Context: an optimization exercise on an open-source flow, tuned for small area. The choices shown serve that exercise and are no tape-out recipe.
RTL that was checked went through simulation tests only; none was proved equivalent to the original.
Power and IR drop assume default switching activity.

== old ==
// ecg_feature_top
module ecg_feature_top (
    input  wire                    wclk,
    input  wire                    rst_n,
    input  wire                    feature_rdy,
    input  wire                    mode,
    input  wire [4-1:0] cnt_lead,
    input  ecg_feature_pkg::interval_t              rr_pre,
    input  ecg_feature_pkg::interval_t              rr_post,
    input  ecg_feature_pkg::interval_t              q_loc,
    input  ecg_feature_pkg::interval_t              s_loc,
    input  ecg_feature_pkg::interval_t              r_loc,
    input  ecg_feature_pkg::interval_t              t_loc,
    input  ecg_feature_pkg::interval_t              st_loc,
    input  ecg_feature_pkg::amp_t                   r_amp,
    input  ecg_feature_pkg::amp_t                   q_amp,
    input  ecg_feature_pkg::amp_t                   s_amp,
    input  ecg_feature_pkg::amp_t                   p_amp,
    input  ecg_feature_pkg::amp_t                   t_amp,
    input  ecg_feature_pkg::amp_t                   st_amp,
    input  ecg_feature_pkg::amp_t                   st_amp_2,
    input  ecg_feature_pkg::amp_t                   st_amp_4,
    input  ecg_feature_pkg::amp_t                   st_amp_6,
    input  ecg_feature_pkg::amp_t                   iso_line,
    output ecg_feature_pkg::interval_t              rr_diff,
    output ecg_feature_pkg::interval_t              qrs,
    output ecg_feature_pkg::interval_t              rr_pre_rr_ave,
    output ecg_feature_pkg::interval_t              rr_post_rr_ave,
    output ecg_feature_pkg::interval_t              qrs_cur_qrs_ave,
    output ecg_feature_pkg::amp_t                   r_amp_r_amp_ave,
    output ecg_feature_pkg::amp_t                   q_amp_q_amp_ave,
    output ecg_feature_pkg::amp_t                   s_amp_s_amp_ave,
    output ecg_feature_pkg::amp_t                   p_amp_p_amp_ave,
    output ecg_feature_pkg::amp_t                   t_amp_t_amp_ave,
    output ecg_feature_pkg::amp_t                   q_amp_iso,
    output ecg_feature_pkg::amp_t                   s_amp_iso,
    output ecg_feature_pkg::amp_t                   t_amp_iso,
    output ecg_feature_pkg::amp_t                   st_amp_iso,
    output ecg_feature_pkg::amp_t                   st_slo,
    output ecg_feature_pkg::feat_sum_t              q_amp_iso_sum,
    output ecg_feature_pkg::feat_sum_t              s_amp_iso_sum,
  ...
clock: 10.0 ns
lec_check: 0
abc_area: 1
cap_margin: 0
core_margin: 2
core_utilization: 66
gpl_timing_driven: 0
slew_margin: 0
buffer_ports_args: -buffer_cell sky130_fd_sc_hd__buf_1
cts_args: -sink_clustering_enable -repair_clock_nets -buf_list sky130_fd_sc_hd__clkbuf_4 -sink_clustering_size 10 -sink_clustering_max_diameter 40 -dont_use_dummy_load
standard.sh (not shown) runs the stock make flow with config.mk's settings and CLKGATE_MAP_FILE= SYNTH_SCRIPT=/design/flow/synth_recipe.tcl, a recipe that flattens the netlist after the stock synthesis.
==> flow/flow/run.sh <==
#!/bin/bash
# ORFS layout as the standard.sh runs it, with these changes:
#  - synthesis maps logic with ABC's &nf area mapper (flow/synth_wrap.tcl);
#  - the port buffers use the smallest buffer cell, buf_1;
#  - the clock tree uses larger sink clusters and no dummy loads.
set -euo pipefail
W=$PWD
cat >> config.mk <<EOC
export BUFFER_PORTS_ARGS = -buffer_cell sky130_fd_sc_hd__buf_1
export CTS_ARGS = -sink_clustering_enable -repair_clock_nets -buf_list sky130_fd_sc_hd__clkbuf_4 -sink_clustering_size 10 -sink_clustering_max_diameter 40 -dont_use_dummy_load
EOC
export ECG_ABC_SCRIPT=$W/flow/abc_nf.script
make -C "$FLOW_HOME" DESIGN_CONFIG=$W/config.mk WORK_HOME=$W/orfs CLKGATE_MAP_FILE= \
  SYNTH_SCRIPT=$W/flow/synth_wrap.tcl finish > $W/make_finish.log 2>&1
R=$W/orfs/results/$FLOW_PLATFORM/ecg_feature_top/base
: # left out here: write the final layout as DEF
==> flow/flow/abc_nf.script <==
&get -n
&st
&dc2
&dch
&nf -R 1000
&put
==> flow/flow/synth_wrap.tcl <==
proc synth {args} { yosys synth -nofsm -noshare {*}$args }
proc abc {args} {
  set i [lsearch -exact $args -script]
  if {$i >= 0} { lset args [expr {$i + 1}] $::env(ECG_ABC_SCRIPT) }
  yosys abc {*}$args
}
proc extract_fa {args} { yosys extract_fa -fa {*}$args }
source $::env(SCRIPTS_DIR)/synth.tcl
# left out here: clear keep_hierarchy, flatten, clean up, hide names made inside functions, write 1_2_yosys.v
old has completed all stages; timing, DRC and antenna checks passed.
> inputs changed (old -> new)
- a change of CORE_UTILIZATION from 66 to 70
- a deleted GPL_TIMING_DRIVEN that had been 0
### Flow results
- new ended with every stage complete and zero timing, DRC or antenna violations.
- Where routed wire length is concerned, old is better than new.
- new vs. old: worst hold slack shows a reduction of 21 ps, area overhead of the layout relative to synthesis shows a reduction of 0.61 points, core utilization shows an increase of 5.7 points, synthesized netlist cell count shows no meaningful change.
- Reported clock group power, new and old: higher on old
- Cell internal power dissipation: new and old compared, lower one is new
- The estimated power of new ends up lower than the estimate for old.
- Maximum achievable frequency: new vs old up 5.3%
- Final-stage net count was lower in the run labelled old.

========
== run Z ==
Another version of the RTL of ecg_feature_top (not shown whole).
Size: ~1800 cells after synthesis, ~390 flip-flops, about 0.015 mm^2 of cells after synthesis.
Settings: LEC_CHECK=0, ABC_AREA=1, CAP_MARGIN=20, CORE_MARGIN=2, CORE_UTILIZATION=40, CTS_BUF_LIST=sky130_fd_sc_hd__clkbuf_4, SLEW_MARGIN=20, BUFFER_PORTS_ARGS=-buffer_cell sky130_fd_sc_hd__buf_1; clock period 10.0 ns.
==> flow/flow/run.sh <==
#!/bin/bash
# Standard ORFS layout, except that the port buffers the standard flow's flow inserts
# use the smallest buffer cell (buf_1) instead of the resizer's default pick.
set -euo pipefail
echo "export BUFFER_PORTS_ARGS = -buffer_cell sky130_fd_sc_hd__buf_1" >> config.mk
bash standard.sh > standard_flow.log 2>&1
The final layout from run Z, which completed every stage, passed the timing, DRC and antenna checks at the end of the flow.
The following lists how run M was set up differently from run Z:
Settings: CTS_BUF_LIST now sky130_fd_sc_hd__clkbuf_8, was sky130_fd_sc_hd__clkbuf_4.
[summary]
Cmp run Z and run M / number of design-rule violations left by the first detailed-router iteration / higher: run M
Run M ends up with higher hold slack than run Z does.
On area of all placed cells without fillers, run Z beats run M.
Comparing run Z and run M, power spent charging and discharging nets is lower on run Z.
Going from run Z to run M, total track usage roughly the same, area added between synthesis and finish higher, setup slack lower, utilization of the core after routing higher.
No run of this note included a check of the RTL's function; only the layout flow was run.

========
run A:
ecg_feature_top, a different RTL version from the one above (not shown whole).
Size in the first run: roughly 980 cells after synthesis, roughly 380 flip-flops, about 0.012 mm^2 of cells after synthesis.
==> flow/config.mk <==
export PLATFORM = sky130hd
export DESIGN_NAME = ecg_feature_top
export DESIGN_NICKNAME = ecg_feature_top
export VERILOG_FILES = /design/flow/design.v
export SDC_FILE = /design/flow/constraint.sdc
export NUM_CORES = 4
export LEC_CHECK = 0
export ABC_AREA = 1
export CAP_MARGIN = 20
export CORE_MARGIN = 2
export CORE_UTILIZATION = 60
export SLEW_MARGIN = 20
export BUFFER_PORTS_ARGS = -buffer_cell sky130_fd_sc_hd__buf_1
export CTS_ARGS = -sink_clustering_enable -repair_clock_nets -buf_list sky130_fd_sc_hd__clkbuf_8 -sink_clustering_size 20 -sink_clustering_max_diameter 60 -dont_use_dummy_load
==> flow/constraint.sdc <==
create_clock -name core_clock -period 10.0 [get_ports {wclk}]
set_input_delay 2.0000 -clock core_clock [delete_from_list [all_inputs] [get_ports {wclk}]]
set_output_delay 2.0000 -clock core_clock [all_outputs]
set_load 0.01 [all_outputs]
==> flow/flow/run.sh <==
#!/bin/bash
# ORFS layout as the standard.sh runs it, with these changes:
#  - synthesis maps logic with ABC's &nf area mapper (flow/synth_wrap.tcl);
#  - the port buffers use the smallest buffer cell, buf_1;
#  - the clock tree uses larger sink clusters and no dummy loads.
set -euo pipefail
W=$PWD
cat >> config.mk <<EOC
export BUFFER_PORTS_ARGS = -buffer_cell sky130_fd_sc_hd__buf_1
export CTS_ARGS = -sink_clustering_enable -repair_clock_nets -buf_list sky130_fd_sc_hd__clkbuf_8 -sink_clustering_size 20 -sink_clustering_max_diameter 60 -dont_use_dummy_load
EOC
export ECG_ABC_SCRIPT=$W/flow/abc_nf.script
make -C "$FLOW_HOME" DESIGN_CONFIG=$W/config.mk WORK_HOME=$W/orfs CLKGATE_MAP_FILE= \
  SYNTH_SCRIPT=$W/flow/synth_wrap.tcl finish > $W/make_finish.log 2>&1
R=$W/orfs/results/$FLOW_PLATFORM/ecg_feature_top/base
: # left out here: write the final layout as DEF
Scripts as last shown in full above: flow/flow/abc_nf.script, flow/flow/synth_wrap.tcl
Edits applied to the flow inputs when going from run A to run B:
- a change of CTS_ARGS from -sink_clustering_enable -repair_clock_nets -buf_list sky130_fd_sc_hd__clkbuf_8 -sink_clustering_size 20 -sink_clustering_max_diameter 60 -dont_use_dummy_load to -sink_clustering_enable -repair_clock_nets -buf_list sky130_fd_sc_hd__clkbuf_4 -sink_clustering_size 10 -sink_clustering_max_diameter 40 -dont_use_dummy_load
diff --git a/flow/flow/run.sh b/flow/flow/run.sh
--- a/flow/flow/run.sh
+++ b/flow/flow/run.sh
@@ -10 +10 @@
-export CTS_ARGS = -sink_clustering_enable -repair_clock_nets -buf_list sky130_fd_sc_hd__clkbuf_8 -sink_clustering_size 20 -sink_clustering_max_diameter 60 -dont_use_dummy_load
+export CTS_ARGS = -sink_clustering_enable -repair_clock_nets -buf_list sky130_fd_sc_hd__clkbuf_4 -sink_clustering_size 10 -sink_clustering_max_diameter 40 -dont_use_dummy_load
### Flow results
- Via count grows slightly when moving from run A to run B.
- Cell area: run B vs run A — no meaningful difference
- Summary of run B over run A: share of the clock period used by the worst path after layout decreased by 0.51 points relative to the old numbers; minimum clock period shrank by 51 ps; final-stage net count went up by 21; number of detailed-routing iterations run before antenna repair rose 1.
No run of this note included a check of the RTL's function; only the layout flow was run.

## what the ideal ports hide
How much do the figures lean on ideal ports? The routed layouts below were timed once more, with nothing changed but the port constraints.
Step 1 (the two cells are an assumption about what drives the block):
set clk [get_ports {wclk}]
set_driving_cell -lib_cell sky130_fd_sc_hd__clkbuf_16 $clk
set_driving_cell -lib_cell sky130_fd_sc_hd__buf_2 [delete_from_list [all_inputs] $clk]
Step 2 adds t to the input delays and takes it off the output delays; t is the mean of the earliest and latest rising clock arrival at the registers after step 1. Input paths then give back, and output paths get back, about the clock's delay inside the block.
a / b / c = no drivers / after step 1 / after step 2; a / b = the first two.
run | t (ns) | setup slack, ns | worst setup path at the end | clock arrival spread, ns | slew at the worst register clock pin (ns)
old | 0.680 | 2.235 / 2.257 / 1.576 | input to register | 0.055 / 0.055 | 0.11 / 0.11
new | 0.678 | 2.623 / 2.640 / 1.962 | input to register | 0.076 / 0.076 | 0.11 / 0.11
run Z | 0.748 | 5.004 / 5.026 / 4.278 | input to register | 0.043 / 0.044 | 0.07 / 0.07
run M | 0.659 | 4.900 / 4.916 / 4.257 | input to register | 0.016 / 0.016 | 0.07 / 0.07
run A | 0.569 | 4.232 / 4.252 / 3.683 | input to register | 0.060 / 0.060 | 0.12 / 0.12
run B | 0.653 | 4.283 / 4.308 / 3.655 | input to register | 0.096 / 0.096 | 0.11 / 0.11
After both steps every run listed still meets setup and hold. The setup slack of run Z, which loses most, moves by +0.022 ns with the drivers and by -0.726 ns with both steps.
